This is an optimization exercise on Yosys and OpenROAD, whose aim is small area, a short achievable clock period and few clock cycles per item, not a production implementation.
At most, simulation tests tie the RTL to the original design; equivalence was not proved.
Power and IR drop assume default switching activity.

==> flow/design.v (excerpt) <==
module prefix_add_unit (
  input  logic         clk_i,
  input  logic         rst_i,
  input  logic         flush_i,
  input  logic         req_valid_i,
  output logic         req_ready_o,
  input  logic [255:0] req_a_i,
  input  logic [255:0] req_b_i,
  input  logic         req_sub_i,
  input  logic         req_cin_i,
  output logic         resp_valid_o,
  input  logic         resp_ready_i,
  output logic [255:0] resp_sum_o,
  output logic         resp_cout_o,
  output logic         resp_ovf_o,
  output logic         busy_o
);
Size in the first run: roughly 260 flip-flops.
export LEC_CHECK = 0
export CAP_MARGIN = 20
export CORE_ASPECT_RATIO = 0.33
export CORE_MARGIN = 2
export CORE_UTILIZATION = 45
export SETUP_SLACK_MARGIN = 1.6
export SLEW_MARGIN = 20
export SYNTH_HIERARCHICAL = 1
export SYNTH_MINIMUM_KEEP_SIZE = 0
export BUFFER_PORTS_ARGS = -buffer_cell sky130_fd_sc_hd__buf_1
create_clock -name core_clock -period 5.5 [get_ports {clk_i}]
standard.sh (not shown) runs the stock make flow with config.mk's settings and CLKGATE_MAP_FILE= SYNTH_SCRIPT=/design/flow/synth_recipe.tcl, a recipe that flattens the netlist after the stock synthesis.
==> flow/flow/run.sh <==
#!/bin/bash
# Standard ORFS layout, except that the port buffers are the smallest
# buffer cell (buf_1) instead of the cell buffer_ports picks by default.
set -e
echo 'export BUFFER_PORTS_ARGS = -buffer_cell sky130_fd_sc_hd__buf_1' >> "$FLOW_CONFIG"
bash standard.sh > standard.log 2>&1
Testbench counts at the start, summed over its fixed seeds: cycles 1,288, items 1,280.
Rerun with:
--- a/flow/design.v
+++ b/flow/design.v
@@ -89,16 +89,18 @@
   input  logic               cin,
   output logic [SLICE_W-1:0] sum,
   output logic               cout,
   output logic               c_msb    
 );
   logic [SLICE_W-1:0] x;
   logic [SLICE_W-1:0] gn;
   logic [SLICE_W-1:0] pn;
+  logic               subn;
+  logic [SLICE_W/16-1:0] subq;
   logic g_1_0;
   logic g_3_2;
   logic p_3_2;
   logic g_5_4;
   logic p_5_4;
   logic g_7_6;
   logic p_7_6;
   logic g_9_8;
@@ -1112,20 +1114,24 @@
   logic g_248_0;
   logic g_250_0;
   logic g_252_0;
   logic pi_254_254;
   logic g_254_0;
   for (genvar i = 0; i < SLICE_W; i++) begin : g_x
     prefix_xcell u_x (.a(a[i]), .b(b[i]), .x(x[i]));
   end
+  prefix_invcell u_subn (.a(sub), .y(subn));
+  for (genvar k = 0; k < SLICE_W / 16; k++) begin : g_sub
+    prefix_invcell u_sub (.a(subn), .y(subq[k]));
+  end
   for (genvar i = 1; i < SLICE_W; i++) begin : g_pg
-    prefix_pgcell u_pg (.a(a[i]), .x(x[i]), .sub(sub), .gn(gn[i]), .pn(pn[i]));
+    prefix_pgcell u_pg (.a(a[i]), .x(x[i]), .sub(subq[i / 16]), .gn(gn[i]), .pn(pn[i]));
   end
-  prefix_pg0cell u_pg0 (.a(a[0]), .x(x[0]), .sub(sub), .cin(cin), .gn(gn[0]), .pn(pn[0]));
+  prefix_pg0cell u_pg0 (.a(a[0]), .x(x[0]), .sub(subq[0]), .cin(cin), .gn(gn[0]), .pn(pn[0]));
   prefix_gcell #(.IH(1), .IL(1), .IO(0)) u_g_1_0 (.gh(gn[1]), .ph(pn[1]), .gl(gn[0]), .go(g_1_0));
   prefix_gcell #(.IH(1), .IL(1), .IO(0)) u_g_3_2 (.gh(gn[3]), .ph(pn[3]), .gl(gn[2]), .go(g_3_2));
   prefix_pcell #(.IA(1), .IB(1), .IO(0)) u_p_3_2 (.pa(pn[3]), .pb(pn[2]), .po(p_3_2));
   prefix_gcell #(.IH(1), .IL(1), .IO(0)) u_g_5_4 (.gh(gn[5]), .ph(pn[5]), .gl(gn[4]), .go(g_5_4));
   prefix_pcell #(.IA(1), .IB(1), .IO(0)) u_p_5_4 (.pa(pn[5]), .pb(pn[4]), .po(p_5_4));
   prefix_gcell #(.IH(1), .IL(1), .IO(0)) u_g_7_6 (.gh(gn[7]), .ph(pn[7]), .gl(gn[6]), .go(g_7_6));
   prefix_pcell #(.IA(1), .IB(1), .IO(0)) u_p_7_6 (.pa(pn[7]), .pb(pn[6]), .po(p_7_6));
   prefix_gcell #(.IH(1), .IL(1), .IO(0)) u_g_9_8 (.gh(gn[9]), .ph(pn[9]), .gl(gn[8]), .go(g_9_8));
=>
- The new run passed the timing, DRC and antenna checks
- synthesized cell count grows slightly
- die area hardly moves
- total power grows by roughly a tenth
- cell count is higher by a few percent
- synthesized area is about the same
- sequential share of layout area drops by 3.7 points
- clock-buffer cell count is lower by 9
No functional check of the RTL was part of the second run of this note.

-- separate check: timing with driven ports --
How much do the figures lean on ideal ports? The routed layouts below were timed once more, with nothing changed but the port constraints.
Step 1 assumes that a clkbuf_16 drives the clock port and a buf_2 every other input.
Step 2 also shifts input and output timing later by t, the mid clock arrival at the registers, as if the neighbouring blocks saw the same clock.
Three values: ideal ports, drivers, drivers and shift; two values: the first two.
| run | t (ns) | setup slack, ns | worst slew at a driven data input, ns |
|---|---|---|---|
| the first run | 0.617 | 1.624 / 1.630 / 1.013 | 0.08 |
| the second run | 0.623 | 1.511 / 1.530 / 0.906 | 0.11 |
After both steps every run listed still meets setup and hold. The setup slack of the first run, which loses most, moves by +0.006 ns with the drivers and by -0.611 ns with both steps.
